Context: an optimization exercise on an open-source flow, tuned for small area. The choices shown serve that exercise and are no tape-out recipe. Function was checked by simulation only, so behaviour that the tests miss may differ from the original. Power figures rest on the tool's default switching activity, not on a simulated workload.

## flow/config.mk

```make
export PLATFORM = sky130hd
export DESIGN_NAME = rv_core
export DESIGN_NICKNAME = rv_core
export VERILOG_FILES = /design/flow/design.v
export SDC_FILE = /design/flow/constraint.sdc
export NUM_CORES = 4
export LEC_CHECK = 0
export ABC_AREA = 1
export CAP_MARGIN = 20
export CORE_MARGIN = 2
export CORE_UTILIZATION = 65
export SLEW_MARGIN = 20
```

## flow/constraint.sdc

```tcl
create_clock -name core_clock -period 10.0 [get_ports {clk}]
set_input_delay 2.0000 -clock core_clock [delete_from_list [all_inputs] [get_ports {clk}]]
set_output_delay 2.0000 -clock core_clock [all_outputs]
set_load 0.01 [all_outputs]
```

## flow/design.v

```verilog
`timescale 1ns/1ns
package rv_pkg;
    localparam int XLEN        = 32;
    localparam int REG_ADDR_W  = 5;
    localparam int DMEM_WORDS  = 64;
    localparam int DMEM_ADDR_W = $clog2(DMEM_WORDS);
    typedef logic [XLEN-1:0]       word_t;
    typedef logic [REG_ADDR_W-1:0] reg_addr_t;
    typedef enum logic [6:0] {
        OP_REG    = 7'b0110011,
        OP_IMM    = 7'b0010011,
        OP_LOAD   = 7'b0000011,
        OP_STORE  = 7'b0100011,
        OP_BRANCH = 7'b1100011
    } opcode_e;
    typedef enum logic [3:0] {
        ALU_ADD = 4'd0,
        ALU_SUB = 4'd1,
        ALU_AND = 4'd2,
        ALU_OR  = 4'd3,
        ALU_XOR = 4'd4,
        ALU_SLT = 4'd5,
        ALU_SLL = 4'd6,
        ALU_SRL = 4'd7
    } alu_op_e;
    localparam word_t NOP_INSTR = 32'h0000_0013;
endpackage
`timescale 1ns/1ns
`timescale 1ns/1ns
`timescale 1ns/1ns
`timescale 1ns/1ns
`timescale 1ns/1ns
module rv_core (
    input  logic        clk,
    input  logic        reset,
    output logic [31:0] instr_addr,
    input  logic [31:0] instr_data,
    output logic        wb_valid,
    output logic [4:0]  wb_rd,
    output logic [31:0] wb_data
);
    logic [2:0]  phase;
    logic        rot;       
    logic        clr;       
    logic [9:0]  pc;        
    logic [31:0] T;         
    logic [7:0]  X;         
    logic        carry;
    logic        flag;
    logic        wbv;
    logic [4:0]  wbrd;
    logic [31*32-1:0] rf;   
    logic L, hp;
    assign hp = (phase == 3'd7) ? L : ~L;
    logic [64*32-1:0] dm;
    logic [6:0] opc;
    logic [4:0] rd, rs1, rs2;
    logic [2:0] f3;
    assign opc = instr_data[6:0];
    assign rd  = instr_data[11:7];
    assign f3  = instr_data[14:12];
    assign rs1 = instr_data[19:15];
    assign rs2 = instr_data[24:20];
    logic is_r, is_i, is_ld, is_st, is_br, is_alu;
    logic op_sll, op_srl, op_slt, op_sub, two_rot, wr_rd;
    assign is_r   = (opc == 7'b0110011);
    assign is_i   = (opc == 7'b0010011);
    assign is_ld  = (opc == 7'b0000011);
    assign is_st  = (opc == 7'b0100011);
    assign is_br  = (opc == 7'b1100011);
    assign is_alu = is_r | is_i;
    assign op_sll = is_alu & (f3 == 3'b001);
    assign op_srl = is_alu & (f3 == 3'b101);
    assign op_slt = is_alu & (f3 == 3'b010);
    assign op_sub = (is_r & (f3 == 3'b000) & instr_data[30]) | op_slt;
    assign two_rot = op_sll | op_srl | op_slt | is_ld | is_st;
    assign wr_rd  = (is_alu | is_ld) & (rd != 5'd0);
    logic [31:0] imm;
    logic [3:0]  I;
    assign imm = is_st ? {{20{instr_data[31]}}, instr_data[31:25], instr_data[11:7]}
                       : {{20{instr_data[31]}}, instr_data[31:20]};
    assign I = imm[{phase, 2'b00} +: 4];
    logic [31:0][3:0] rhead;
    logic [63:0][3:0] mhead;
    always_comb begin
        rhead[0] = {4{hp}};
        for (int k = 1; k < 32; k++) rhead[k] = rf[(k-1)*32 +: 4];
        for (int k = 0; k < 64; k++) mhead[k] = dm[k*32 +: 4];
    end
    logic [4:0] baddr;
    logic [3:0] A, B, M, OPB;
    assign baddr = (op_sll & rot) ? rd : rs2;
    assign A   = rhead[rs1] ^ {4{hp}};
    assign B   = rhead[baddr] ^ {4{hp}};
    assign M   = mhead[X[7:2]] ^ {4{hp}};
    assign OPB = is_r ? B : I;
    logic [3:0] bb, sum;
    logic       cin, cout;
    assign bb  = op_sub ? ~OPB : OPB;
    assign cin = (phase == 3'd0) ? op_sub : carry;
    assign {cout, sum} = {1'b0, A} + {1'b0, bb} + {4'd0, cin};
    logic lt, neq, acc, taken;
    assign lt    = (A[3] ^ OPB[3]) ? A[3] : sum[3];
    assign neq   = (A != B);
    assign acc   = ((phase == 3'd0) ? 1'b0 : flag) | neq;
    assign taken = is_br & (acc ^ ~f3[0]);
    logic [4:0]  s, t;
    logic [31:0] V;
    logic [3:0]  rot4, sh;
    logic [5:0]  pos;
    assign s   = {(phase == 3'd1 && !rot) ? OPB[0] : X[4], X[3:0]};
    assign t   = op_sll ? (5'd0 - s) : s;
    assign V   = {T[31:4], op_sll ? A : T[3:0]};
    logic [18:0] S4;
    logic [10:0] S3;
    logic [6:0]  S2;
    logic [4:0]  S1;
    always_comb begin
        for (int k = 0; k < 19; k++) S4[k] = t[4] ? V[(k + 16) % 32] : V[k];
        for (int k = 0; k < 11; k++) S3[k] = t[3] ? S4[k + 8] : S4[k];
        for (int k = 0; k < 7; k++)  S2[k] = t[2] ? S3[k + 4] : S3[k];
        for (int k = 0; k < 5; k++)  S1[k] = t[1] ? S2[k + 2] : S2[k];
        for (int k = 0; k < 4; k++)  rot4[k] = t[0] ? S1[k + 1] : S1[k];
    end
    assign pos = {1'b0, phase, 2'b00};
    always_comb begin
        for (int i = 0; i < 4; i++) begin
            if (op_sll) sh[i] = rot4[i] & ((pos + 6'(i)) >= {1'b0, s});
            else        sh[i] = rot4[i] & ((pos + 6'(i) + {1'b0, s}) <= 6'd31);
        end
    end
    logic [3:0] R;
    always_comb begin
        if (is_ld)                R = M;
        else if (is_st)           R = B;
        else if (op_sll | op_srl) R = sh;
        else if (op_slt)          R = {3'b000, flag & (phase == 3'd0)};
        else begin
            case (f3)
                3'b100:  R = A ^ OPB;
                3'b110:  R = A | OPB;
                3'b111:  R = A & OPB;
                default: R = sum;
            endcase
        end
    end
    logic rd_time, reg_we, mem_we;
    always_comb begin
        if (op_sll)                   rd_time = rot ? (phase == 3'd0) : (phase != 3'd0);
        else if (two_rot)             rd_time = rot;
        else                          rd_time = !rot;
    end
    assign reg_we = wr_rd & rd_time & ~clr;
    assign mem_we = is_st & rot & ~clr;
    logic [3:0] Wq;
    logic [4:0] rdq;
    logic       rwq, mwq, clrq;
    always_ff @(posedge clk) begin
        Wq   <= (clr ? 4'd0 : R) ^ {4{~(L ^ (phase == 3'd7))}};
        rdq  <= rd;
        rwq  <= reg_we;
        mwq  <= mem_we;
        clrq <= clr;
    end
    genvar g;
    generate
        for (g = 1; g < 32; g++) begin : g_rf
            logic we;
            logic [31:0] r;
            assign we = clrq | (rwq & (rdq == 5'(g)));
            always_ff @(posedge clk)
                r <= {r[3:0], ~(we ? Wq : r[31:28]), r[27:4]};
            assign rf[(g-1)*32 +: 32] = r;
        end
        for (g = 0; g < 64; g++) begin : g_dm
            logic we;
            logic [31:0] r;
            assign we = clrq | (mwq & (X[7:2] == 6'(g)));
            always_ff @(posedge clk)
                r <= {r[3:0], ~(we ? Wq : r[31:28]), r[27:4]};
            assign dm[g*32 +: 32] = r;
        end
    endgenerate
    logic [3:0] ttail;
    assign ttail = ((op_sll | op_srl) & !rot) ? A :
                   (op_sll & rot & (phase != 3'd0)) ? B : R;
    logic last;
    assign last = (phase == 3'd7) & (rot | ~two_rot) & ~clr;
    logic [9:0] pc_next;
    assign pc_next = pc + (taken ? {instr_data[7], instr_data[30:25], instr_data[11:9]} : 10'd1);
    always_ff @(posedge clk) begin
        T    <= {ttail, T[31:4]};
        wbrd <= rd;
        carry <= cout;
        if (is_br)               flag <= acc;
        else if (phase == 3'd7)  flag <= lt;
        if (!rot && phase == 3'd0) X[3:0] <= (is_ld | is_st) ? sum : OPB;
        if (!rot && phase == 3'd1) X[7:4] <= (is_ld | is_st) ? sum : OPB;
    end
    always_ff @(posedge clk) begin
        if (reset) begin
            phase <= 3'd0;
            rot   <= 1'b0;
            clr   <= 1'b1;
            pc    <= 10'd0;
            wbv   <= 1'b0;
            L     <= 1'b0;
        end else begin
            phase <= phase + 3'd1;
            L     <= L ^ (phase == 3'd7);
            wbv   <= last & wr_rd;
            if (clr) begin
                if (phase == 3'd7) clr <= 1'b0;
            end else begin
                if (phase == 3'd7) rot <= two_rot & ~rot;
                if (last) pc <= pc_next;
            end
        end
    end
    assign instr_addr = {20'd0, pc, 2'b00};
    assign wb_valid   = wbv;
    assign wb_rd      = wbrd;
    assign wb_data    = T;
endmodule
```

## flow/flow/run.sh

```bash
#!/bin/bash
# Own layout flow: the standard flow (standard.sh) with two changes.
#  1. Synthesis: the standard flow's own synthesis script, with ABC's mapping script
#     replaced by flow/area.abc (area-oriented). Registers are untouched.
#  2. CTS: larger sink clusters and no dummy loads.
#  3. Port buffers: the smallest buffer cell.
# Each tool's output goes to its own log in this folder and in orfs/logs.
set -euo pipefail
W=$PWD
{ cat "$W/flow/abc_override.tcl"; cat "$W/synth_recipe.tcl"; } > "$W/my_synth.tcl"
export MY_ABC_SCRIPT="$W/flow/area.abc"
export BUFFER_PORTS_ARGS="-buffer_cell sky130_fd_sc_hd__buf_1"
export CTS_ARGS="-sink_clustering_enable -repair_clock_nets -dont_use_dummy_load -sink_clustering_size 20 -sink_clustering_max_diameter 60 -buf_list sky130_fd_sc_hd__clkbuf_8"
bash "$W/standard.sh" SYNTH_SCRIPT="$W/my_synth.tcl" finish > "$W/standard.log" 2>&1
```

## flow/flow/abc_override.tcl

```tcl
# Replace the script of every ABC run with flow/area.abc (area-oriented mapping,
# no buffering or sizing: the layout flow repairs drive strengths later).
proc abc {args} {
  set i [lsearch -exact $args -script]
  if {$i >= 0} { set args [lreplace $args $i [expr {$i + 1}] -script $::env(MY_ABC_SCRIPT)] }
  set j [lsearch -exact $args -D]
  if {$j >= 0} { set args [lreplace $args $j [expr {$j + 1}]] }
  yosys abc {*}$args
}
```

## flow/flow/area.abc

```
strash
balance
rewrite
refactor
balance
rewrite
rewrite -z
balance
refactor -z
rewrite -z
balance
dch -f
amap
topo
```

## flow/standard.sh

```bash
#!/bin/bash
# synth_recipe.tcl (not shown) runs the flow's synth.tcl, then flattens the netlist and writes it again
# the make line also repeats each setting of config.mk as NAME=value (left out here)
make -C /OpenROAD-flow-scripts/flow DESIGN_CONFIG=/design/flow/config.mk WORK_HOME=/design/flow/orfs CLKGATE_MAP_FILE= SYNTH_SCRIPT=/design/flow/synth_recipe.tcl "${@:-finish}"
```

==> metrics.md, run 1 <==
| Metric | Value |
|---|---|
| GP Congestion | `0.9124` |
| Reg2Reg Depth | `28` |
| Final instance area | `roughly 77,000 um^2` |
| Crit path launch | `instr_data[12]` |
| Total negative setup slack | `0 ps` |
| Chip width | `roughly 340 um` |
| Number of synthesized flops with an enable pin | `9` |
| Core ar. | `between 100,000 and 150,000 um^2` |
| Crit path kind | `primary input to register` |
| Setup bufs post-CTS | `0` |
| Placed insts | `about 6,300` |
| FILL cells | `approximately 7,600` |
| Critical path arrival | `between 10,000 and 15,000 ps` |
| Synth Cell Area | `about 72,000 um^2` |
| CP endpoint kind | `register` |
| H-tree depth | `4` |
| RR Startpoint | `rot` |
| Root Driver | `clkbuf_8` |
| RSZ-0062 raised after global routing | `false` |
| Final Cycle Share | `0.9358` |
| Gr ovfl total | `0` |
| Hold_ws | `approximately 270 ps` |
| Post-CTS Resized | `0` |
| Layout Nets | `roughly 5,100` |
| CP max stage cell | `clkinv_1` |
| DR iter-0 viols | `2,377` |
| Largest net degree at the start of global routing | `69` |
| Die Area | `113,400 um^2` |
| Clock power frac | `0.264` |
| Leak | `29.81 nW` |
| Pwr dens | `approximately 240 nW/um^2` |
| First-pass detailed-route iteration total | `6` |
| Mean routed wirelength per cell | `~21 um` |
| Layout cells sized above 1 | `0.04603` |
| Max-Cap Viols | `0` |
| Fin crit period | `between 9000 and 10,000 ps` |
| CP endpoint | `Wq[1]` |
| Post-Syn Instances | `~4,700` |
| Worst-Margin Slew | `1137 ps` |
| Critical Path Max Stage Delay | `~630 ps` |
| R2r setup slk | `~2100 ps` |
| Yosys warnings | `1` |
| Main synth FF type | `dfxtp_1` |
| CP max FO | `37` |
| Chip height | `between 300 and 400 um` |
| Routed vias | `roughly 35,000` |
| Avg Cell Area, Syn | `around 15 um^2` |
| Maximum VDD drop | `191.4 uV` |
| Layout area overhead | `6.773%` |
| Net Sw Frac | `0.2136` |
| Sw Pwr | `a little under 0.004 W` |
| Req. time, crit path | `between 10,000 and 15,000 ps` |
| Clock slew at reported path FFs | `110 ps` |
| Most frequent cells in the layout | `dfxtp_1, o22ai_1, clkinv_1` |
| Final hold vios | `0` |
| Seq pwr share | `0.699` |
| Starting Density | `0.6528` |
| DP Area | `74,370 um^2` |
| Non-filler cells, final | `6,464` |
| Max Slew Vio Count | `0` |
| FMAX | `around 110 MHz` |
| Comb power frac | `0.037` |
| Int Pwr | `between 0.01 and 0.015 W` |
| CTS Sinks | `between 3,000 and 4,000` |
| Final WL | `138.3 mm` |
| ANT nets after route | `0` |
| Hold_buf cts | `0` |
| Synth Register Bits | `between 3,000 and 4,000` |
| Vias/cell | `5.368` |
| Gr usage total | `0.2439` |
| Num CTS Buffers | `about 180` |
| Skew-Pair Late Insertion Delay | `slightly below 900 ps` |
| Worst Setup Start Kind | `primary input` |
| I/O Pins | `~100` |
| Commonest non-fill, non-tap cell in the layout | `dfxtp_1` |
| Max clock buf depth | `3` |
| First-pass GRT wire length | `between 200 and 250 mm` |
| Buffers on Ports | `just over 80` |
| Drc violations | `0` |
| CTS tree | `built` |
| Worst Skew | `94.96 ps` |
| Final setup fails | `0` |
| R2r endpoint | `Wq[1]` |
| Final HPWL DP | `between 80 and 90 mm` |
| Sequential cell area fraction in the yosys report | `0.8669` |
| Status | `complete, no violations` |
| Most common cell on crit path | `clkinv_1` |
| Async set-or-reset flop fraction in the synthesized netlist | `0` |
| Min-delay worst type | `register to register` |
| Synth cell types | `45` |
| Site Rows | `about 120` |
| Initial antenna violation count | `1` |
| Relative slew slack | `0.2423` |
| Vias in the first global route | `approximately 33,000` |
[worst max-delay path: cells and delay by family]
family | cells | cell delay (ps)
compound gates | 15 | 4150
buf+inv | 8 | 2250
simple gates | 10 | 1700
[sequential cells by signal (all words and copies together), names as in the netlist, 3 cells and up]
signal  count
g_dm.r   2048
g_rf.r    992
T          32
pc         10
X           8
rdq         5
Wq          4
phase       3
[cell type report]
| class | count | area [um^2] | share of cell area |
|---|---|---|---|
| Sequential cell | 3111 | 62380 | 0.8121 |
| Antenna cell | 1 | 2.502 | 0.00003257 |
| Inverter | 186 | 704.4 | 0.009170 |
| Multi-Input combinational cell | 1386 | 8852 | 0.1152 |
| Tap cell | 1488 | 1862 | 0.02423 |
| Timing Repair Buffer | 114 | 566.8 | 0.007378 |
| Clock buffer | 178 | 2450 | 0.03189 |
[synth_stat cells, types with 16 or more instances]
cell,n,area [um^2]
a21oi_1,101,505.5
a221o_1,21,210.2
a221oi_1,77,674.4
a222oi_1,59,590.6
a22oi_1,23,172.7
a31oi_1,27,168.9
buf_4,22,165.2
clkinv_1,186,698.2
dfxtp_1,3102,62100
ha_1,36,450.4
nand2_1,78,292.8
nand3_1,44,220.2
nor2_1,113,424.2
nor3_1,28,140.1
o21ai_0,158,790.8
o221a_1,20,225.2
o22ai_1,453,2834
o32ai_1,16,140.1
[worst min path at each step]
stage / from / to / cells after the start
3_3_place_gp: g_dm[13].r[26] / g_dm[13].r[22] / 0
3_5_place_dp: g_dm[26].r[7] / g_dm[26].r[3] / 0
2_1_floorplan: g_dm[0].r[4] / g_dm[0].r[0] / 0
5_1_grt: g_rf[16].r[23] / g_rf[16].r[19] / 0
6_report: g_rf[16].r[23] / g_rf[16].r[19] / 0
4_1_cts: g_rf[16].r[23] / g_rf[16].r[19] / 0
[cell families after synthesis]
| kind of cell | synth area share |
|---|---|
| other cells | 0.00005212 |
| fa+ha+maj | 0.007373 |
| simple gates | 0.01916 |
| flops | 0.8669 |
| compound gates | 0.09455 |
| buf+inv | 0.01200 |
[through the flow]
step	util	total power [W]	setup slack (ps)
floorplan	-	0.01356	43.33
global placement	0.6748	0.01391	216.1
detailed placement	0.6748	0.01393	-173.8
CTS	0.6970	0.01869	747.6
global route	0.6971	0.01924	4.941
finish	0.6971	0.01856	641.5
[routing by layer]
layer	vias up	share of wire	track usage
li1	16710	-	-
met1	16780	0.47	0.3460
met2	905	0.45	0.3790
met3	298	0.046	0.03784
met4	0	0.037	0.09745
met5	-	0	0
[power groups by stage]
| stage | Sequential (W) | Clock, W | Combinational, W |
|---|---|---|---|
| global placement | 0.0132 | 0 | 0.000664 |
| CTS | 0.0130 | 0.00504 | 0.000673 |
| detailed placement | 0.0133 | 0 | 0.000669 |
| floorplan | 0.0132 | 0 | 0.000362 |
| finish | 0.0130 | 0.00491 | 0.000680 |
| global route | 0.0130 | 0.00549 | 0.000735 |
==> run 2, diff against run 1 <==
--- a/flow/design.v
+++ b/flow/design.v
@@ -108,5 +108,4 @@
     logic [31:0] V;
     logic [3:0]  rot4, sh;
-    logic [5:0]  pos;
     assign s   = {(phase == 3'd1 && !rot) ? OPB[0] : X[4], X[3:0]};
     assign t   = op_sll ? (5'd0 - s) : s;
@@ -123,11 +122,19 @@
         for (int k = 0; k < 4; k++)  rot4[k] = t[0] ? S1[k + 1] : S1[k];
     end
-    assign pos = {1'b0, phase, 2'b00};
+    logic [3:0] qp;
+    logic       le7, le6, pge, pgt;
+    logic [3:0] keep;
+    assign qp  = {1'b0, s[4:2]} + {1'b0, phase};
+    assign le7 = ~qp[3];
+    assign le6 = ~qp[3] & (qp[2:0] != 3'd7);
+    assign pge = (phase >= s[4:2]);
+    assign pgt = (phase >  s[4:2]);
     always_comb begin
         for (int i = 0; i < 4; i++) begin
-            if (op_sll) sh[i] = rot4[i] & ((pos + 6'(i)) >= {1'b0, s});
-            else        sh[i] = rot4[i] & ((pos + 6'(i) + {1'b0, s}) <= 6'd31);
-        end
-    end
+            if (op_sll) keep[i] = (2'(i) >= s[1:0]) ? pge : pgt;
+            else        keep[i] = ((3'(i) + {1'b0, s[1:0]}) >= 3'd4) ? le6 : le7;
+        end
+    end
+    assign sh = rot4 & keep;
     logic [3:0] R;
     always_comb begin
==> run 2 against run 1 <==
Compared with the run above:
- still clean
- non-clock buffer count increased by 2
- routed wire length increased by 0.13%
- first-iteration DRC count increased by 18%
- largest power group unchanged
==> metrics.md, run 2 <==
| Metric | Value |
|---|---|
| Status | `complete, no violations` |
| CP max FO | `37` |
| Most frequent cells in the layout | `dfxtp_1, o22ai_1, clkinv_1` |
| Crit path kind | `primary input to register` |
| Layout cells sized above 1 | `0.04691` |
| Worst Setup Start Kind | `primary input` |
| Die Area | `about 110,000 um^2` |
| Buffers on Ports | `between 80 and 90` |
| CTS tree | `built` |
| Initial antenna violation count | `4` |
| Post-synth top cells | `dfxtp_1, o22ai_1, clkinv_1` |
| Final critical-path setup slack | `989.2 ps` |
| Max reg flops | `roughly 2,000` |
| Vias/cell | `between 5 and 6` |
| Root Driver | `clkbuf_8` |
| Int Pwr | `about 0.015 W` |
| Worst-Margin Slew | `about 1100 ps` |
| Commonest non-fill, non-tap cell in the layout | `dfxtp_1` |
| Synth Register Bits | `3,111` |
| Chip height | `roughly 340 um` |
| Final setup fails | `0` |
| Core ar. | `109,300 um^2` |
| Top-count cell post-synth | `dfxtp_1` |
| Chip width | `~340 um` |
| Post-Syn Instances | `around 4,700` |
| Most common cell on crit path | `clkinv_1` |
| Min-delay worst type | `register to register` |
| Total negative setup slack | `0 ps` |
| Sw Pwr | `just under 0.004 W` |
| Relative slew slack | `0.2595` |
| Leak | `~30 nW` |
| First-pass GRT wire length | `~200 mm` |
| Maximum VDD drop | `around 170 uV` |
| Avg Cell Area, Syn | `15.44 um^2` |
| Setup bufs post-CTS | `0` |
| Number of synthesized flops with an enable pin | `9` |
| Net Sw Frac | `0.2141` |
| Post-synth top area share | `0.8640` |
| Pwr dens | `~240 nW/um^2` |
| Site Rows | `around 120` |
| CTS Sinks | `about 3,100` |
| FMAX | `roughly 110 MHz` |
| Skew-Pair Late Insertion Delay | `between 800 and 900 ps` |
| Worst Skew | `roughly 70 ps` |
| Sequential cell area fraction in the yosys report | `0.8678` |
| FILL cells | `around 7,500` |
| Req. time, crit path | `10,810 ps` |
| Yosys warnings | `1` |
| Max Slew Vio Count | `0` |
| Critical path arrival | `9820 ps` |
| Post-synth top area cell | `dfxtp_1` |
| GP Congestion | `~0.92` |
| Max-Cap Viols | `0` |
| Num CTS Buffers | `roughly 180` |
| Layout area overhead | `6.812%` |
| Top flop regs | `g_dm.r: 2048 flops, g_rf.r: 992 flops, T: 32 flops` |
| Synth Cell Area | `71,870 um^2` |
| Starting Density | `0.6575` |
| Area of the multi-input gates | `a little under 9000 um^2` |
| Comb power frac | `0.038` |
| Synth cell types | `45` |
| WP buf/inv | `9` |
| H-tree depth | `4` |
| Clock slew at reported path FFs | `120 ps` |
| Async set-or-reset flop fraction in the synthesized netlist | `0` |
| Clock power frac | `0.264` |
| Synth top area cells | `dfxtp_1, o22ai_1, o21ai_0` |
| DR iter-0 viols | `about 2,800` |
| Fin crit period | `between 9000 and 10,000 ps` |
| Biggest register | `g_dm.r` |
| CP top delay family | `compound AO/OA/AOI/OAI gates` |
| Main synth FF type | `dfxtp_1` |
| Critical Path Max Stage Delay | `about 640 ps` |
| I/O Pins | `around 100` |
| Gr usage total | `0.2433` |
| Final hold vios | `0` |
| Mean routed wirelength per cell | `21.55 um` |
| Vias in the first global route | `roughly 33,000` |
| FF/Latch Area | `~62,000 um^2` |
| Gr ovfl total | `0` |
| ANT nets after route | `0` |
| Drc violations | `0` |
| Layout Nets | `about 5,000` |
| Place WS | `-384.3 ps` |
| Seq pwr share | `0.698` |
| Final Cycle Share | `0.9011` |
| First-pass detailed-route iteration total | `8` |
| RSZ-0062 raised after global routing | `false` |
| CP max stage cell | `o21ai_2` |
| Final HPWL DP | `about 90 mm` |
| CP endpoint kind | `register` |
| Max clock buf depth | `3` |
| Routed vias | `roughly 35,000` |
| Final WL | `138.5 mm` |
| Largest net degree at the start of global routing | `69` |
==> run 2: cell count changes after synthesis, sizes merged, moves of 4 or more <==
cell    before  now
nand2       78   61
a21oi      101   88
nor2       113  104
o22a         3   11
a221o       21   28
a311oi       9   14
o22ai      453  458
a222oi      59   55
a31oi       27   23
nand3       44   40
nor2b       13    9
==> run 2: per-stage QoR <==
stage,total power (W),util,hold WS (ps),cells,area [um^2]
2_1_floorplan,0.01358,-,309.6,4675,71980
3_3_place_gp,0.01394,0.6799,309.5,6245,74320
3_5_place_dp,0.01396,0.6799,312.1,6245,74320
4_1_cts,0.01870,0.7022,257.3,6422,76750
5_1_grt,0.01923,0.7023,262.0,6424,76760
6_report,0.01859,0.7023,260.2,6426,76770
==> run 2: worst register-to-register path, delay by kind of cell (launching register included) <==
kind	cells	cell delay (ps)
compound gates	18	4230
buf+inv	6	1710
flops	1	410
simple gates	4	1040
==> run 2: worst paths after layout <==
path              cells after the start      startpoint              to  slack, ps
hold reg to reg                       0  g_dm[56].r[19]  g_dm[56].r[15]        260
setup reg to reg                     28             rot           T[29]       2560
setup / recovery                     33  instr_data[12]           T[29]        990
hold / removal                        0  g_dm[56].r[19]  g_dm[56].r[15]        260
==> run 2: power by group through the flow <==
stage / Sequential, W / Clock, W / Combinational (W)
after floorplan: 0.0132 / 0 / 0.000379
after global placement: 0.0132 / 0 / 0.000691
after detailed placement: 0.0133 / 0 / 0.000697
after CTS: 0.0130 / 0.00502 / 0.000701
after global routing: 0.0130 / 0.00545 / 0.000761
final: 0.0130 / 0.00490 / 0.000712
==> run 2: kinds of logic (layout without fill, tap and decap cells) <==
kind of cell,after synthesis,in the layout,synth area share
buffers and inverters,208,479,0.01201
adder cells (fa/ha/maj),39,39,0.007207
flip-flops,3111,3111,0.8678
AO/OA/AOI/OAI,1016,1016,0.09557
AND/OR/NAND/NOR,279,279,0.01736
other,1,26,0.00005218
==> run 2: final cells by class <==
class	instances	area share
antenna	4	0.0001304
sequential	3111	0.8126
inverter	186	0.009192
timing repair buffer	116	0.007905
tap	1476	0.02406
clock buffer	177	0.03173
multi-input combinational	1356	0.1143
==> run 2: per-layer routing <==
metal / vias up / global-route usage / share of wire
li1: 16660 / - / -
met1: 16640 / 0.3451 / 0.47
met2: 983 / 0.3809 / 0.45
met3: 266 / 0.03658 / 0.050
met4: 4 / 0.09432 / 0.033
met5: - / 0 / 0.00015
==> run 2: what timing repair did <==
| action | CTS | global route |
|---|---|---|
| hold endpoints to repair | 0 | 0 |
| setup endpoints to repair | 0 | 1 |
| hold buffers | 0 | 0 |
| resized for setup | 0 | 1 |
==> run 3, diff against run 2 <==
--- a/flow/config.mk
+++ b/flow/config.mk
@@ -9,4 +9,4 @@
 export CAP_MARGIN = 20
 export CORE_MARGIN = 2
-export CORE_UTILIZATION = 65
+export CORE_UTILIZATION = 72
 export SLEW_MARGIN = 20
==> run 3 against run 2 <==
Compared with the run above:
- critical path type unchanged
- hold slack lost 2.1 ps
- register-to-register slack better by 120 ps
- total power about the same
- still clean on timing, DRC and antenna
==> metrics.md, run 3 <==
| Metric | Value |
|---|---|
| RSZ-0062 raised after global routing | `false` |
| Site Rows | `115` |
| Buffers on Ports | `about 80` |
| Mean routed wirelength per cell | `about 22 um` |
| Relative slew slack | `0.2086` |
| Max-Cap Viols | `0` |
| Worst Skew | `80.84 ps` |
| Final critical-path setup slack | `around 1100 ps` |
| DR iter-0 viols | `between 3,000 and 4,000` |
| Maximum VDD drop | `just over 200 uV` |
| Hold_ws | `approximately 260 ps` |
| Post-CTS Resized | `0` |
| ANT nets after route | `0` |
| Largest net degree at the start of global routing | `between 60 and 70` |
| Max Slew Vio Count | `0` |
| Layout cells sized above 1 | `0.04592` |
| Final HPWL DP | `~89 mm` |
| Synth cell types | `between 40 and 50` |
| Setup bufs post-CTS | `0` |
| Sequential cell area fraction in the yosys report | `0.8678` |
| HP Start | `g_rf[17].r[22]` |
| H-tree depth | `4` |
| FMAX | `between 100 and 150 MHz` |
| Drc violations | `0` |
| CTS tree | `built` |
| Post-synth top area cell | `dfxtp_1` |
| Routed vias | `35,150` |
| Hold_buf cts | `0` |
| Vias in the first global route | `approximately 35,000` |
| Min-delay worst type | `register to register` |
| Area of the multi-input gates | `~9000 um^2` |
| Most common cell on crit path | `clkinv_1` |
| Chip height | `approximately 320 um` |
| Yosys warnings | `1` |
| Gr usage total | `0.2735` |
| Status | `complete, no violations` |
| Critical path arrival | `between 9000 and 10,000 ps` |
| Synth Register Bits | `3,111` |
| Final WL | `139.9 mm` |
| RR Startpoint | `rot` |
| FILL cells | `about 5,500` |
| Critical Path Max Stage Delay | `about 480 ps` |
| Final setup fails | `0` |
| Biggest register | `g_dm.r` |
| Worst Setup Start Kind | `primary input` |
| I/O Pins | `104` |
| Req. time, crit path | `10,700 ps` |
| Pwr dens | `around 240 nW/um^2` |
| Final hold vios | `0` |
| Most frequent cells in the layout | `dfxtp_1, o22ai_1, clkinv_1` |
| Vias/cell | `approximately 5.6` |
| Post-synth top area share | `0.8640` |
| Skew-Pair Late Insertion Delay | `around 900 ps` |
| CP max stage cell | `o21ai_0` |
| Final instance area | `~76,000 um^2` |
| Util after Layout | `0.7746` |
| Die Area | `about 100,000 um^2` |
| Max reg flops | `2,048` |
| GP Congestion | `0.9111` |
| First-pass GRT wire length | `208.4 mm` |
| Core ar. | `slightly below 100,000 um^2` |
| Avg Cell Area, Syn | `about 15 um^2` |
| Post-Syn Instances | `4,654` |
| Worst-Margin Slew | `around 1200 ps` |
| DP Area | `approximately 74,000 um^2` |
| CP endpoint kind | `register` |
| Main synth FF type | `dfxtp_1` |
| Initial antenna violation count | `7` |
| Synth Cell Area | `just over 70,000 um^2` |
| Layout area overhead | `6.389%` |
| Chip width | `roughly 320 um` |
| Post-synth top cells | `dfxtp_1, o22ai_1, clkinv_1` |
| Number of synthesized flops with an enable pin | `9` |
| Synth top area cells | `dfxtp_1, o22ai_1, o21ai_0` |
| Leak | `approximately 30 nW` |
| Max clock buf depth | `3` |
| First-pass detailed-route iteration total | `9` |
| FF/Latch Area | `slightly above 60,000 um^2` |
| Layout Nets | `approximately 5,000` |
| CTS Sinks | `between 3,000 and 4,000` |
| Fin crit period | `approximately 9000 ps` |
| Commonest non-fill, non-tap cell in the layout | `dfxtp_1` |
| Starting Density | `0.7281` |
| Root Driver | `clkbuf_8` |
| Total negative setup slack | `0 ps` |
| Crit path launch | `instr_data[12]` |
| CP max FO | `37` |
| Crit path kind | `primary input to register` |
| Gr ovfl total | `0` |
| Num CTS Buffers | `176` |
| Place WS | `roughly 360 ps` |
| Final Cycle Share | `0.8881` |
| Top-count cell post-synth | `dfxtp_1` |
| Async set-or-reset flop fraction in the synthesized netlist | `0` |
| Clock slew at reported path FFs | `roughly 110 ps` |
| Top flop regs | `g_dm.r: 2048 flops, g_rf.r: 992 flops, T: 32 flops` |
run 3: routing by layer:
| metal | global-route usage | part of all wire | vias to the layer above |
|---|---|---|---|
| met4 | 0.1278 | 0.045 | 0 |
| met2 | 0.4237 | 0.45 | 1194 |
| met1 | 0.3826 | 0.45 | 16930 |
| met3 | 0.04433 | 0.057 | 401 |
| met5 | 0 | 0 | - |
| li1 | - | - | 16630 |
run 3: layout make-up:
class,instances,area share
inverter,186,0.009229
tap,1287,0.02106
antenna,6,0.0001964
multi-input combinational,1356,0.1147
clock buffer,176,0.03168
timing repair buffer,114,0.007249
sequential,3111,0.8159
run 3: power by group:
part           internal [W]  leakage [nW]  switching (W)  total (W)
Clock               0.00159          1.27        0.00330    0.00489
Sequential           0.0128          25.1       0.000192     0.0130
Combinational      0.000218          3.32       0.000485   0.000703
run 3: cell families after synthesis:
family / share of synthesized area
AOI/OAI and AO/OA: 0.09557
adders and majority gates: 0.007207
buffers and inverters: 0.01201
DFF: 0.8678
other: 0.00005218
and+or+nand+nor: 0.01736
run 3: worst max-delay path: cells and delay by family:
family / cells / cell delay, ps
and+or+nand+nor: 6 / 920
buffers and inverters: 10 / 2230
AOI/OAI and AO/OA: 18 / 4370
run 3: stage by stage:
| stage | cells | power, W |
|---|---|---|
| after CTS | 6230 | 0.01865 |
| after floorplan | 4675 | 0.01358 |
| final | 6236 | 0.01857 |
| after global routing | 6232 | 0.01917 |
| after detailed placement | 6054 | 0.01394 |
| after global placement | 6054 | 0.01392 |
run 3: worst paths after layout:
path / to / slack [ps] / depth (start not counted)
worst max-delay path: T[29] / 1120 / 34
worst min register to register: g_rf[17].r[18] / 260 / 0
worst max register to register: T[29] / 2680 / 29
worst min-delay path: g_rf[17].r[18] / 260 / 0
==> run 4, diff against run 3 <==
--- a/flow/flow/run.sh
+++ b/flow/flow/run.sh
@@ -2,5 +2,6 @@
 # Own layout flow: the standard flow (standard.sh) with two changes.
 #  1. Synthesis: the standard flow's own synthesis script, with ABC's mapping script
-#     replaced by flow/area.abc (area-oriented). Registers are untouched.
+#     replaced by flow/area.abc (area-oriented), and adders left to ABC
+#     (no extract_fa). Registers are untouched.
 #  2. CTS: larger sink clusters and no dummy loads.
 #  3. Port buffers: the smallest buffer cell.
--- a/flow/flow/abc_override.tcl
+++ b/flow/flow/abc_override.tcl
@@ -8,2 +8,4 @@
   yosys abc {*}$args
 }
+# Leave adders to ABC instead of mapping them to full/half-adder cells first.
+proc extract_fa {args} { puts "extract_fa skipped" }
==> run 4 against run 3 <==
Compared with the run above:
- still clean on timing, DRC and antenna
- cell count grew 0.14%
- synthesized cell count rose by 0.21%
- sequential share of layout area increased by 0.29 points
- die area is 0.42% lower
- area after synthesis is 0.42% lower
- worst setup slack gained 44 ps
- flip-flop and latch count unchanged
- total power fell by 0.61%
- utilization hardly changed
- combinational power decreased by 15%
- critical endpoint is now Wq[2]
==> metrics.md, run 4 <==
| Metric | Value |
|---|---|
| Final setup fails | `0` |
| Max-Cap Viols | `0` |
| Setup bufs post-CTS | `0` |
| ANT nets after route | `0` |
| Commonest non-fill, non-tap cell in the layout | `dfxtp_1` |
| Top-count cell post-synth | `dfxtp_1` |
| Post-synth top area share | `0.8677` |
| Leak | `~29 nW` |
| Routed vias | `~35,000` |
| Synth Register Bits | `3,111` |
| Biggest register | `g_dm.r` |
| Final WL | `roughly 140 mm` |
| Vias/cell | `5.636` |
| CTS tree | `built` |
| CP endpoint kind | `register` |
| Sequential cell area fraction in the yosys report | `0.8715` |
| Critical path arrival | `a little under 10,000 ps` |
| Min-delay worst type | `register to register` |
| Largest net degree at the start of global routing | `a little under 80` |
| Reg2Reg Depth | `32` |
| Chip width | `319.3 um` |
| Site Rows | `around 120` |
| CP max stage cell | `a2111oi_0` |
| First-pass detailed-route iteration total | `9` |
| Core ar. | `about 98,000 um^2` |
| H-tree depth | `4` |
| Layout area overhead | `6.465%` |
| Avg Cell Area, Syn | `15.34 um^2` |
| Number of synthesized flops with an enable pin | `9` |
| Async set-or-reset flop fraction in the synthesized netlist | `0` |
| R2r setup slk | `around 2600 ps` |
| Root Driver | `clkbuf_8` |
| FMAX | `113.2 MHz` |
| Synth top area cells | `dfxtp_1, o22ai_1, o21ai_0` |
| I/O Pins | `approximately 100` |
| Final HPWL DP | `roughly 88 mm` |
| Pwr dens | `roughly 240 nW/um^2` |
| Critical Path Max Stage Delay | `between 600 and 700 ps` |
| Drc violations | `0` |
| Final instance area | `76,190 um^2` |
| First-pass GRT wire length | `~200 mm` |
| Worst-Margin Slew | `about 1100 ps` |
| Vias in the first global route | `between 30,000 and 40,000` |
| Post-CTS Resized | `0` |
| Initial antenna violation count | `3` |
| Gr ovfl total | `0` |
| Layout Nets | `~5,000` |
| Max Slew Vio Count | `0` |
| Total negative setup slack | `0 ps` |
| Buffers on Ports | `81` |
| Layout cells sized above 1 | `0.04600` |
| Num CTS Buffers | `~180` |
| DR iter-0 viols | `3,276` |
| Post-Syn Instances | `between 4,000 and 5,000` |
| Most common cell on crit path | `nor2_1` |
| Chip height | `319.3 um` |
| Clock slew at reported path FFs | `between 100 and 150 ps` |
| Final Cycle Share | `0.8837` |
| Yosys warnings | `1` |
| Post-synth top cells | `dfxtp_1, o22ai_1, clkinv_1` |
| Top flop regs | `g_dm.r: 2048 flops, g_rf.r: 992 flops, T: 32 flops` |
| Post-synth top area cell | `dfxtp_1` |
| Skew-Pair Late Insertion Delay | `approximately 900 ps` |
| Final critical-path setup slack | `1163 ps` |
| CTS Sinks | `approximately 3,100` |
| DP Area | `~74,000 um^2` |
| Mean routed wirelength per cell | `between 20 and 25 um` |
| Crit path kind | `primary input to register` |
| Req. time, crit path | `10,800 ps` |
| Hold_buf cts | `0` |
| Worst Skew | `134.7 ps` |
| Status | `complete, no violations` |
| Synth Cell Area | `just over 70,000 um^2` |
| R2r endpoint | `Wq[2]` |
| Most frequent cells in the layout | `dfxtp_1, o22ai_1, clkbuf_8` |
| Max clock buf depth | `3` |
| WP buf/inv | `9` |
| Starting Density | `0.7272` |
| Maximum VDD drop | `around 200 uV` |
| Gr usage total | `0.2720` |
| CP endpoint | `Wq[2]` |
| RSZ-0062 raised after global routing | `false` |
| Critical Path Stages | `36` |
| CP top delay family | `compound AO/OA/AOI/OAI gates` |
| Worst Setup Start Kind | `primary input` |
| CP max FO | `60` |
| Main synth FF type | `dfxtp_1` |
| Place WS | `slightly above 400 ps` |
| RR Startpoint | `phase[0]` |
| Fin crit period | `about 8800 ps` |
| Final hold vios | `0` |
| Crit path launch | `instr_data[3]` |
| GP Congestion | `0.9296` |
| Die Area | `slightly above 100,000 um^2` |
| Relative slew slack | `0.2777` |
| Synth cell types | `42` |
| Max reg flops | `2,048` |
==> run 4: kinds of logic (layout without fill, tap and decap cells) <==
| family | count (synthesis) | after routing | synth area share |
|---|---|---|---|
| DFF | 3111 | 3111 | 0.8715 |
| other | 1 | 24 | 0.00005240 |
| and+or+nand+nor | 317 | 317 | 0.01955 |
| buffers and inverters | 194 | 465 | 0.01133 |
| AOI/OAI and AO/OA | 1041 | 1041 | 0.09757 |
==> run 4: routing by layer <==
layer	GRT usage	up-vias	part of all wire
met5	0	-	0.000093
met4	0.1321	2	0.047
met3	0.03651	344	0.050
met2	0.4254	1200	0.45
met1	0.3798	16950	0.45
li1	-	16710	-
==> run 4: worst min path at each step <==
stage,startpoint,end,slack (ps),cells past startpoint
floorplan,g_dm[0].r[4],g_dm[0].r[0],310,0
global placement,g_dm[53].r[6],g_dm[53].r[2],310,0
detailed placement,g_dm[18].r[5],g_dm[18].r[1],310,0
CTS,g_rf[20].r[6],g_rf[20].r[2],230,0
global route,g_rf[20].r[6],g_rf[20].r[2],260,0
finish,g_rf[20].r[6],g_rf[20].r[2],240,0
==> run 4: report_power, final <==
| part | internal (W) | switching (W) | leakage (nW) |
|---|---|---|---|
| combinational | 0.000177 | 0.000420 | 3.03 |
| clock | 0.00159 | 0.00328 | 1.27 |
| sequential | 0.0128 | 0.000190 | 25.2 |
| total | 0.0146 | 0.00389 | 29.4 |
==> run 4: final cells by class <==
cell class	count	area, um^2
Antenna cell	2	5.005
Clock buffer	176	2422
Fill cell	5602	22230
Inverter	172	659.4
Multi-Input combinational cell	1380	8523
Sequential cell	3111	62380
Tap cell	1287	1610
Timing Repair Buffer	117	588.1
==> run 4: metrics by stage <==
stage | utilization | total power, W | hold slack [ps] | cells
after CTS | 0.7741 | 0.01854 | 230.0 | 6243
after detailed placement | 0.7495 | 0.01385 | 312.1 | 6067
after global routing | 0.7742 | 0.01904 | 258.8 | 6245
after floorplan | - | 0.01352 | 309.6 | 4685
final | 0.7742 | 0.01846 | 238.0 | 6245
after global placement | 0.7495 | 0.01383 | 309.6 | 6067
==> run 5, diff against run 4 <==
==> flow/flow/run.sh (replaced) <==
#!/bin/bash
# Own layout flow: the standard flow (standard.sh) with these changes.
#  1. Synthesis: the standard flow's own synthesis script, with ABC's mapping script
#     replaced by flow/area.abc (area-oriented), and adders left to ABC
#     (no extract_fa). Registers are untouched.
#  2. Port buffers: the smallest buffer cell.
#  3. CTS: clkbuf_8 sink clusters and no dummy loads. The clusters start
#     large; if the finished layout's largest flip-flop clock-pin slew is
#     above SLEW_OK_PS, CTS and routing are redone with smaller clusters.
# Each tool's output goes to its own log in this folder and in orfs/logs.
set -euo pipefail
W=$PWD
SLEW_OK_PS=116
{ cat "$W/flow/abc_override.tcl"; cat "$W/synth_recipe.tcl"; } > "$W/my_synth.tcl"
export MY_ABC_SCRIPT="$W/flow/area.abc"
export BUFFER_PORTS_ARGS="-buffer_cell sky130_fd_sc_hd__buf_1"
export RES="$W/orfs/results/$FLOW_PLATFORM/rv_core/base"
export LIB="$FLOW_HOME/platforms/$FLOW_PLATFORM/lib/sky130_fd_sc_hd__tt_025C_1v80.lib"
CTS_BASE="-sink_clustering_enable -repair_clock_nets -dont_use_dummy_load -buf_list sky130_fd_sc_hd__clkbuf_8"
LADDER=("-sink_clustering_size 20 -sink_clustering_max_diameter 60"
        "-sink_clustering_size 16 -sink_clustering_max_diameter 50"
        "-sink_clustering_size 12 -sink_clustering_max_diameter 40")
for i in 0 1 2; do
  export CTS_ARGS="$CTS_BASE ${LADDER[$i]}"
  if [[ $i -gt 0 ]]; then
    bash "$W/standard.sh" SYNTH_SCRIPT="$W/my_synth.tcl" clean_cts clean_route clean_finish > "$W/clean_$i.log" 2>&1
  fi
  bash "$W/standard.sh" SYNTH_SCRIPT="$W/my_synth.tcl" finish > "$W/standard_$i.log" 2>&1
  openroad -no_init -exit "$W/flow/clk_slew.tcl" > "$W/clk_slew_$i.log" 2>&1 || true
  slew=$(awk '/^CLKSLEW_PS/ {print $2}' "$W/clk_slew_$i.log")
  echo "attempt $i: CTS_ARGS=$CTS_ARGS clock-pin slew ${slew:-unknown} ps"
  if [[ -n "$slew" ]] && awk -v s="$slew" -v ok="$SLEW_OK_PS" 'BEGIN { exit !(s <= ok) }'; then
    break
  fi
done
==> flow/flow/clk_slew.tcl (new file) <==
# Largest slew at any flip-flop clock pin of the finished layout, in ps,
# with the parasitics ORFS extracted in its finish step.
set R $::env(RES)
read_liberty $::env(LIB)
read_db $R/6_final.odb
read_sdc $R/6_final.sdc
read_spef $R/6_final.spef
set mx 0
foreach p [get_pins -hierarchical */CLK] {
  set s [get_property $p slew_max]
  if {$s > $mx} { set mx $s }
}
puts "CLKSLEW_PS [expr {$mx * 1000.0}]"
==> run 5 against run 4 <==
Compared with the run above:
- still clean
- critical path depth is the same
- die area is the same
- worst setup slack lost 5.3 ps
- hold slack gained 12 ps
- area after synthesis is the same
- critical path type unchanged
- critical endpoint unchanged
- highest routed layer unchanged
==> metrics.md, run 5 <==
| Metric | Value |
|---|---|
| Max clock buf depth | `3` |
| CP max stage cell | `a2111oi_0` |
| Post-synth top cells | `dfxtp_1, o22ai_1, clkinv_1` |
| I/O Pins | `~100` |
| Yosys warnings | `1` |
| First-pass detailed-route iteration total | `9` |
| Root Driver | `clkbuf_8` |
| Final Power | `0.01890 W` |
| Chip width | `between 300 and 400 um` |
| Relative slew slack | `0.2834` |
| Setup bufs post-CTS | `0` |
| Critical path arrival | `9620 ps` |
| Post-Syn Instances | `4,664` |
| FMAX | `~110 MHz` |
| Final WL | `around 140 mm` |
| DR iter-0 viols | `between 3,000 and 4,000` |
| Synth Register Bits | `3,111` |
| Chip height | `319.3 um` |
| Avg Cell Area, Syn | `15.34 um^2` |
| Final HPWL DP | `just under 90 mm` |
| Async set-or-reset flop fraction in the synthesized netlist | `0` |
| Post-synth top area share | `0.8677` |
| Min-delay worst type | `register to register` |
| Number of synthesized flops with an enable pin | `9` |
| Worst Setup Start Kind | `primary input` |
| RSZ-0062 raised after global routing | `false` |
| Gr ovfl total | `0` |
| Skew-Pair Late Insertion Delay | `920 ps` |
| CP endpoint kind | `register` |
| Place WS | `between 400 and 500 ps` |
| Final Cycle Share | `0.8843` |
| First-pass GRT wire length | `between 200 and 250 mm` |
| Fin crit period | `8843 ps` |
| GP Congestion | `roughly 0.93` |
| Commonest non-fill, non-tap cell in the layout | `dfxtp_1` |
| Post-synth top area cell | `dfxtp_1` |
| Most common cell on crit path | `nor2_1` |
| Leak | `about 30 nW` |
| Buffers on Ports | `a little over 80` |
| Max reg flops | `between 2,000 and 2,500` |
| Num CTS Buffers | `approximately 220` |
| FILL cells | `~5,500` |
| Main synth FF type | `dfxtp_1` |
| Req. time, crit path | `10,780 ps` |
| Layout cells sized above 1 | `0.05364` |
| CTS Sinks | `3,111` |
| Final hold vios | `0` |
| Worst-Margin Slew | `1075 ps` |
| Synth cell types | `42` |
| Synth Cell Area | `about 72,000 um^2` |
| Util after Layout | `0.7798` |
| Top flop regs | `g_dm.r: 2048 flops, g_rf.r: 992 flops, T: 32 flops` |
| Status | `complete, no violations` |
| Synth top area cells | `dfxtp_1, o22ai_1, o21ai_0` |
| Most frequent cells in the layout | `dfxtp_1, o22ai_1, clkbuf_8` |
| Pwr dens | `between 200 and 250 nW/um^2` |
| Die Area | `101,900 um^2` |
| Layout area overhead | `7.242%` |
| Starting Density | `0.7272` |
| Crit path kind | `primary input to register` |
| Maximum VDD drop | `196.7 uV` |
| Max-Cap Viols | `0` |
| Biggest register | `g_dm.r` |
| Vias/cell | `5.635` |
| Routed vias | `between 30,000 and 40,000` |
| H-tree depth | `4` |
| Initial antenna violation count | `2` |
| Critical Path Max Stage Delay | `570 ps` |
| Layout Nets | `5,032` |
| Clock slew at reported path FFs | `approximately 90 ps` |
| Total negative setup slack | `0 ps` |
| Hold_buf cts | `0` |
| Mean routed wirelength per cell | `roughly 23 um` |
| Max Slew Vio Count | `0` |
| Worst Skew | `~93 ps` |
| Drc violations | `0` |
| Vias in the first global route | `between 30,000 and 40,000` |
| Site Rows | `roughly 120` |
| Largest net degree at the start of global routing | `a little under 80` |
| Gr usage total | `0.2786` |
| CP max FO | `60` |
| Final setup fails | `0` |
| Final critical-path setup slack | `about 1200 ps` |
| Post-CTS Resized | `0` |
| Core ar. | `a little under 100,000 um^2` |
| CTS tree | `built` |
| Hold_ws | `~250 ps` |
| Top-count cell post-synth | `dfxtp_1` |
| ANT nets after route | `0` |
| Sequential cell area fraction in the yosys report | `0.8715` |
[run 5: cell counts after synthesis]
No cell type changed its count.
[run 5: cells by family (layout without fill, tap and decap cells)]
family,Yosys count,after routing,synth area share
other cells,1,26,0.00005240
compound gates,1041,1041,0.09757
simple gates,317,317,0.01955
flops,3111,3111,0.8715
buf+inv,194,505,0.01133
[run 5: path summary, 6_finish.rpt]
kind | startpoint | to | slack, ps | cells after the start
worst max-delay path | instr_data[3] | Wq[2] | 1160 | 36
worst min-delay path | g_dm[11].r[9] | g_dm[11].r[5] | 250 | 0
worst max register to register | rot | Wq[2] | 2610 | 30
worst min register to register | g_dm[11].r[9] | g_dm[11].r[5] | 250 | 0
[run 5: area by class of cell]
type / instances / area, um^2 / area share
sequential: 3111 / 62380 / 0.8128
multi-input combinational: 1380 / 8523 / 0.1111
clock buffer: 216 / 2973 / 0.03873
tap: 1287 / 1610 / 0.02098
inverter: 172 / 659.4 / 0.008591
timing repair buffer: 117 / 588.1 / 0.007662
antenna: 4 / 10.01 / 0.0001304
[run 5: layer usage]
layer	share of wire	vias to the layer above	track usage
met1	0.44	16960	0.3809
met2	0.45	1309	0.4358
met4	0.052	2	0.1461
met5	0.000049	-	0
li1	-	16780	-
met3	0.055	384	0.04236
[run 5: stage by stage]
stage	instance area, um^2	cells
2_1_floorplan	71690	4685
3_3_place_gp	73770	6067
3_5_place_dp	73770	6067
4_1_cts	76740	6283
5_1_grt	76740	6285
6_report	76750	6287
[run 5: where the power goes]
part	leakage [nW]	switching (W)	internal (W)
Sequential	25.2	0.000193	0.0128
Combinational	3.03	0.000420	0.000177
Clock	1.55	0.00339	0.00193
[run 5: worst max-delay path, delay by kind of cell]
family          cells  cell delay, ps
compound gates     17            4320
buf+inv             9            1930
simple gates       10            1370
==> run 6, diff against run 5 <==
--- a/flow/flow/run.sh
+++ b/flow/flow/run.sh
@@ -11,5 +11,5 @@
 set -euo pipefail
 W=$PWD
-SLEW_OK_PS=116
+SLEW_OK_PS=118
 { cat "$W/flow/abc_override.tcl"; cat "$W/synth_recipe.tcl"; } > "$W/my_synth.tcl"
 export MY_ABC_SCRIPT="$W/flow/area.abc"
@@ -19,7 +19,9 @@
 CTS_BASE="-sink_clustering_enable -repair_clock_nets -dont_use_dummy_load -buf_list sky130_fd_sc_hd__clkbuf_8"
 LADDER=("-sink_clustering_size 20 -sink_clustering_max_diameter 60"
+        "-sink_clustering_size 18 -sink_clustering_max_diameter 55"
+        "-sink_clustering_size 17 -sink_clustering_max_diameter 50"
         "-sink_clustering_size 16 -sink_clustering_max_diameter 50"
         "-sink_clustering_size 12 -sink_clustering_max_diameter 40")
-for i in 0 1 2; do
+for i in 0 1 2 3 4; do
   export CTS_ARGS="$CTS_BASE ${LADDER[$i]}"
   if [[ $i -gt 0 ]]; then
--- a/flow/config.mk
+++ b/flow/config.mk
@@ -9,4 +9,4 @@
 export CAP_MARGIN = 20
 export CORE_MARGIN = 2
-export CORE_UTILIZATION = 72
+export CORE_UTILIZATION = 65
 export SLEW_MARGIN = 20
==> run 6 against run 5 <==
Compared with the run above:
- still clean on timing, DRC and antenna
- utilization decreased by 7.7 points
- die area is 11% higher
- global-route usage fell by 3.6 points
- largest cell class unchanged
==> metrics.md, run 6 <==
| Metric | Value |
|---|---|
| Status | `complete, no violations` |
| Avg Cell Area, Syn | `15.34 um^2` |
| Chip height | `about 340 um` |
| CP max FO | `33` |
| Clock power frac | `0.272` |
| DR iter-0 viols | `approximately 2,600` |
| Post-Syn Instances | `~4,700` |
| First-pass GRT wire length | `just over 200 mm` |
| DP Area | `around 74,000 um^2` |
| Layout Nets | `roughly 5,000` |
| Setup bufs post-CTS | `0` |
| Final HPWL DP | `between 80 and 90 mm` |
| Gr usage total | `0.2424` |
| Worst-Margin Slew | `roughly 1300 ps` |
| Max-Cap Viols | `0` |
| Top flop regs | `g_dm.r: 2048 flops, g_rf.r: 992 flops, T: 32 flops` |
| Num CTS Buffers | `between 150 and 200` |
| H-tree depth | `4` |
| Final WL | `approximately 140 mm` |
| CP max stage cell | `a2111oi_0` |
| Site Rows | `~120` |
| CTS Sinks | `just over 3,000` |
| Chip width | `335.8 um` |
| RSZ-0062 raised after global routing | `false` |
| Final hold vios | `0` |
| Leak | `between 20 and 30 nW` |
| Relative slew slack | `0.1433` |
| Sw Pwr | `a little under 0.004 W` |
| I/O Pins | `between 100 and 150` |
| Post-CTS Resized | `0` |
| Max reg flops | `2,048` |
| Initial antenna violation count | `6` |
| Vias in the first global route | `~33,000` |
| Non-filler cells, final | `approximately 6,400` |
| Fin crit period | `~9200 ps` |
| FMAX | `about 110 MHz` |
| Final Cycle Share | `0.9188` |
| Gr ovfl total | `0` |
| R2r setup slk | `~2100 ps` |
| Synth Cell Area | `71,570 um^2` |
| RR Startpoint | `rot` |
| Synth cell types | `42` |
| CTS tree | `built` |
| Layout area overhead | `7.051%` |
| Async set-or-reset flop fraction in the synthesized netlist | `0` |
| Int Pwr | `about 0.015 W` |
| Yosys warnings | `1` |
| Worst Skew | `around 69 ps` |
| Top-count cell post-synth | `dfxtp_1` |
| Placed insts | `~6,200` |
| Final Power | `0.01865 W` |
| Net Sw Frac | `0.2108` |
| Main synth FF type | `dfxtp_1` |
| Comb power frac | `0.032` |
| Drc violations | `0` |
| Synth Register Bits | `just over 3,000` |
| Commonest non-fill, non-tap cell in the layout | `dfxtp_1` |
| Post-synth top cells | `dfxtp_1, o22ai_1, clkinv_1` |
| Crit path launch | `instr_data[12]` |
| Total negative setup slack | `0 ps` |
| Maximum VDD drop | `~210 uV` |
| Hold_ws | `about 260 ps` |
| GP Congestion | `just under 0.9` |
| Post-synth top area cell | `dfxtp_1` |
| First-pass detailed-route iteration total | `7` |
| Final instance area | `between 70,000 and 80,000 um^2` |
| Mean routed wirelength per cell | `between 20 and 25 um` |
| Number of synthesized flops with an enable pin | `9` |
| Routed vias | `between 30,000 and 40,000` |
| Worst Setup Start Kind | `primary input` |
| Sequential cell area fraction in the yosys report | `0.8715` |
| Buffers on Ports | `81` |
| Final setup fails | `0` |
| Hold_buf cts | `0` |
| Post-synth top area share | `0.8677` |
| Synth top area cells | `dfxtp_1, o22ai_1, o21ai_0` |
| Min-delay worst type | `register to register` |
| Starting Density | `0.6565` |
| Critical Path Max Stage Delay | `~670 ps` |
| Seq pwr share | `0.696` |
| Root Driver | `clkbuf_8` |
| Layout cells sized above 1 | `0.05003` |
| CP endpoint kind | `register` |
| Core ar. | `~110,000 um^2` |
| Crit path kind | `primary input to register` |
| Die Area | `112,800 um^2` |
| ANT nets after route | `0` |
| Vias/cell | `5.407` |
| Critical path arrival | `9930 ps` |
| Max clock buf depth | `3` |
| Pwr dens | `243.4 nW/um^2` |
| Biggest register | `g_dm.r` |
| Most frequent cells in the layout | `dfxtp_1, o22ai_1, clkbuf_8` |
| Reg2Reg Depth | `31` |
| Skew-Pair Late Insertion Delay | `~870 ps` |
| Clock slew at reported path FFs | `100 ps` |
| Max Slew Vio Count | `0` |
| Largest net degree at the start of global routing | `between 60 and 70` |
| Worst hold path depth | `0` |
| Req. time, crit path | `10,740 ps` |
| HP Start | `g_rf[15].r[26]` |
run 6: cell counts after synthesis:
Identical to the previous run, type by type.
run 6: path summary, 6_finish.rpt:
check / to
worst min-delay path: g_rf[15].r[22]
worst max register to register: Wq[2]
worst min register to register: g_rf[15].r[22]
worst max-delay path: Wq[2]
run 6: kinds of logic (layout without fill, tap and decap cells):
family,after synthesis,after routing,synth area share
simple gates,317,317,0.01955
flops,3111,3111,0.8715
compound gates,1041,1041,0.09757
other cells,1,25,0.00005240
buf+inv,194,486,0.01133
run 6: power groups by stage:
stage | clock network [W] | logic (W) | registers, W
after floorplan | 0 | 0.000320 | 0.0132
after global placement | 0 | 0.000585 | 0.0133
after detailed placement | 0 | 0.000590 | 0.0133
after CTS | 0.00520 | 0.000593 | 0.0130
after global routing | 0.00566 | 0.000643 | 0.0130
final | 0.00507 | 0.000599 | 0.0130
run 6: through the flow:
stage	setup WS, ps	util
after floorplan	188.6	-
after global placement	247.2	0.6783
after detailed placement	141.9	0.6783
after CTS	1049	0.7028
after global routing	86.74	0.7028
final	811.6	0.7028
run 6: area by class of cell:
class | count | area [um^2]
flip-flops and latches | 3111 | 62380
fillers | 7285 | 32390
multi-input cells | 1380 | 8523
clock buffers | 194 | 2670
well taps | 1414 | 1769
inverters | 172 | 659.4
repair buffers | 120 | 598.1
diodes | 3 | 7.507
run 6: layer usage:
| layer | GRT usage | vias to the layer above | wire length, um |
|---|---|---|---|
| li1 | - | 16760 | - |
| met1 | 0.3433 | 16610 | 64690 |
| met2 | 0.3713 | 889 | 60440 |
| met3 | 0.03674 | 313 | 5860 |
| met4 | 0.1132 | 2 | 5953 |
| met5 | 0 | - | 13 |
run 6: worst max-delay path, delay by kind of cell:
kind / cells / cell delay (ps)
AND/OR/NAND/NOR: 9 / 1590
AO/OA/AOI/OAI: 17 / 3980
buffers and inverters: 8 / 2340
==> run 7, diff against run 6 <==
--- a/flow/config.mk
+++ b/flow/config.mk
@@ -9,4 +9,4 @@
 export CAP_MARGIN = 20
 export CORE_MARGIN = 2
-export CORE_UTILIZATION = 65
+export CORE_UTILIZATION = 72
 export SLEW_MARGIN = 20
==> run 7 against run 6 <==
Compared with the run above:
- still clean on timing, DRC and antenna
- hold slack lost 0.99 ps
- die area shrank 9.6%
- clock power is essentially flat
- global-route usage increased by 3.1 points
- routed wire length is 3.0% higher
- count of clock-buffer cells in the layout did not move
- largest cell class unchanged
==> metrics.md, run 7 <==
| Metric | Value |
|---|---|
| Maximum VDD drop | `~210 uV` |
| Simple-gate share of the synthesized area | `0.01955` |
| Fin crit period | `about 9000 ps` |
| Pwr dens | `between 200 and 250 nW/um^2` |
| Core ar. | `just under 100,000 um^2` |
| DR iter-0 viols | `roughly 3,500` |
| Chip height | `319.3 um` |
| Layout Nets | `approximately 5,000` |
| Max clock buf depth | `3` |
| RSZ-0062 raised after global routing | `false` |
| Chip width | `between 300 and 400 um` |
| Gr ovfl total | `0` |
| Async set-or-reset flop fraction in the synthesized netlist | `0` |
| Worst Skew | `85.79 ps` |
| Relative slew slack | `0.2577` |
| Starting Density | `0.7272` |
| Initial antenna violation count | `3` |
| Max reg flops | `a little over 2,000` |
| Yosys warnings | `1` |
| Most frequent cells in the layout | `dfxtp_1, o22ai_1, clkbuf_8` |
| FMAX | `about 110 MHz` |
| Final critical-path setup slack | `~1000 ps` |
| Synth Register Bits | `roughly 3,100` |
| Post-CTS Resized | `0` |
| Final instance area | `approximately 76,000 um^2` |
| CP endpoint kind | `register` |
| Total negative setup slack | `0 ps` |
| Worst-Margin Slew | `between 1000 and 1500 ps` |
| Num CTS Buffers | `194` |
| Mux cell area share after synthesis | `0` |
| Drc violations | `0` |
| Die Area | `between 100,000 and 150,000 um^2` |
| XOR/XNOR share of the synthesized area | `0` |
| GP Congestion | `roughly 0.93` |
| Layout cells sized above 1 | `0.04946` |
| Synth cell types | `42` |
| Largest family of logic cells by synthesized area | `compound AO/OA/AOI/OAI gates` |
| Mean routed wirelength per cell | `about 23 um` |
| Biggest register | `g_dm.r` |
| Final setup fails | `0` |
| Max Slew Vio Count | `0` |
| Main synth FF type | `dfxtp_1` |
| Final hold vios | `0` |
| H-tree depth | `4` |
| Buffers on Ports | `between 80 and 90` |
| Commonest non-fill, non-tap cell in the layout | `dfxtp_1` |
| Synth top area cells | `dfxtp_1, o22ai_1, o21ai_0` |
| Root Driver | `clkbuf_8` |
| Critical Path Max Stage Delay | `a little over 600 ps` |
| Synth Area in Adders | `0` |
| CP max FO | `60` |
| Post-synth top area cell | `dfxtp_1` |
| First-pass GRT wire length | `~210 mm` |
| Synth Cell Area | `between 70,000 and 80,000 um^2` |
| Vias in the first global route | `34,250` |
| Gr usage total | `0.2736` |
| Min-delay worst type | `register to register` |
| Final WL | `141.0 mm` |
| Most common cell on crit path | `nor2_1` |
| Worst Setup Start Kind | `primary input` |
| I/O Pins | `approximately 100` |
| Hold_buf cts | `0` |
| Largest net degree at the start of global routing | `slightly below 80` |
| Non-filler cells, final | `about 6,300` |
| Critical path arrival | `slightly below 10,000 ps` |
| Status | `complete, no violations` |
| Post-synth top area share | `0.8677` |
| Top-count cell post-synth | `dfxtp_1` |
| Avg Cell Area, Syn | `15.34 um^2` |
| Layout area overhead | `6.811%` |
| CP top delay family | `compound AO/OA/AOI/OAI gates` |
| Final Cycle Share | `0.9014` |
| Number of synthesized flops with an enable pin | `9` |
| WP buf/inv | `9` |
| Skew-Pair Late Insertion Delay | `approximately 900 ps` |
| CTS Sinks | `3,111` |
| Place WS | `slightly above 400 ps` |
| Max-Cap Viols | `0` |
| Leak | `29.58 nW` |
| Site Rows | `between 100 and 150` |
| CTS tree | `built` |
| Top flop regs | `g_dm.r: 2048 flops, g_rf.r: 992 flops, T: 32 flops` |
| Final HPWL DP | `slightly below 90 mm` |
| Sequential cell area fraction in the yosys report | `0.8715` |
| DP Area | `about 74,000 um^2` |
| Setup bufs post-CTS | `0` |
| Vias/cell | `roughly 5.6` |
| Compound-gate portion of the synthesized area | `0.09757` |
| Req. time, crit path | `10,750 ps` |
| Post-Syn Instances | `4,664` |
| Post-synth top cells | `dfxtp_1, o22ai_1, clkinv_1` |
| ANT nets after route | `0` |
| CP max stage cell | `a2111oi_0` |
| Crit path kind | `primary input to register` |
| First-pass detailed-route iteration total | `9` |
| Routed vias | `35,340` |
| Placed insts | `roughly 6,100` |
| Clock slew at reported path FFs | `roughly 100 ps` |
run 7: cell count changes in the layout (fill, tap and decap cells not counted):
| cell | before | now |
|---|---|---|
| buf_4 | 39 | 35 |
| buf_12 | 0 | 1 |
| diode_2 | 3 | 2 |
run 7: report_power, final:
group / leakage, nW / internal (W) / total, W / switching [W]
sequential: 25.2 / 0.0128 / 0.0130 / 0.000191
combinational: 3.03 / 0.000177 / 0.000597 / 0.000420
clock: 1.39 / 0.00174 / 0.00508 / 0.00334
total: 29.6 / 0.0147 / 0.0187 / 0.00395
run 7: kinds of logic (layout without fill, tap and decap cells):
family	after synthesis	in the layout
AO/OA/AOI/OAI	1041	1041
buffers and inverters	194	483
other	1	24
AND/OR/NAND/NOR	317	317
flip-flops	3111	3111
run 7: worst paths after layout:
| kind | start | depth (start not counted) | slack (ps) | to |
|---|---|---|---|---|
| setup reg to reg | phase[0] | 32 | 2410 | Wq[2] |
| setup / recovery | instr_data[3] | 36 | 990 | Wq[2] |
| hold reg to reg | g_rf[20].r[21] | 0 | 260 | g_rf[20].r[17] |
| hold / removal | g_rf[20].r[21] | 0 | 260 | g_rf[20].r[17] |
run 7: per-stage QoR:
stage	power, W	util	hold slack [ps]
floorplan	0.01352	-	309.6
global placement	0.01383	0.7495	309.6
detailed placement	0.01385	0.7495	312.1
CTS	0.01874	0.7766	260.8
global route	0.01927	0.7767	261.1
finish	0.01866	0.7767	258.3
run 7: cell type report:
cell class | instances | area [um^2]
antenna | 2 | 5.005
clock buffer | 194 | 2670
fill | 5554 | 21980
inverter | 172 | 659.4
multi-input combinational | 1380 | 8523
sequential | 3111 | 62380
tap | 1287 | 1610
timing repair buffer | 117 | 588.1
run 7: metal layers:
metal	up-vias	wire length (um)	global-route usage
met5	-	13	0
met3	363	7162	0.03994
met4	2	6816	0.1292
met1	16990	62610	0.3797
li1	16750	-	-
met2	1231	64410	0.4299

[re-timing with driven ports]
The results above use ideal ports. As a check the final layouts listed here were re-extracted and re-timed, cells and wires unchanged.
Step 1 (the two cells are an assumption about what drives the block):
set clk [get_ports {clk}]
set_driving_cell -lib_cell sky130_fd_sc_hd__clkbuf_16 $clk
set_driving_cell -lib_cell sky130_fd_sc_hd__buf_2 [delete_from_list [all_inputs] $clk]
Step 2 times the ports against the registers' clock, not the clock port: input delays grow and output delays shrink by t, the midpoint of the rising clock arrivals with the driver on.
Slacks: no drivers / after step 1 / after step 2; pairs: no drivers / after step 1.
| run | t (ns) | setup slack, ns | worst hold slack (ns) | cell pins on the clock port's net |
|---|---|---|---|---|
| run 1 | 0.912 | 0.642 / 0.675 / -0.237 | 0.268 / 0.268 / 0.268 | 1 |
| run 2 | 0.895 | 0.989 / 1.009 / 0.114 | 0.260 / 0.260 / 0.260 | 1 |
| run 3 | 0.924 | 1.119 / 1.138 / 0.214 | 0.258 / 0.258 / 0.258 | 1 |
| run 4 | 0.898 | 1.163 / 1.207 / 0.308 | 0.238 / 0.238 / 0.238 | 1 |
| run 5 | 0.921 | 1.157 / 1.202 / 0.281 | 0.250 / 0.250 / 0.250 | 1 |
| run 6 | 0.909 | 0.812 / 0.841 / -0.068 | 0.259 / 0.259 / 0.259 | 1 |
| run 7 | 0.912 | 0.986 / 1.030 / 0.117 | 0.258 / 0.258 / 0.258 | 1 |
With both steps, setup timing fails in run 1 and run 6, where it was met with ideal ports. The setup slack of run 3, which loses most, moves by +0.019 ns with the drivers and by -0.905 ns with both steps.
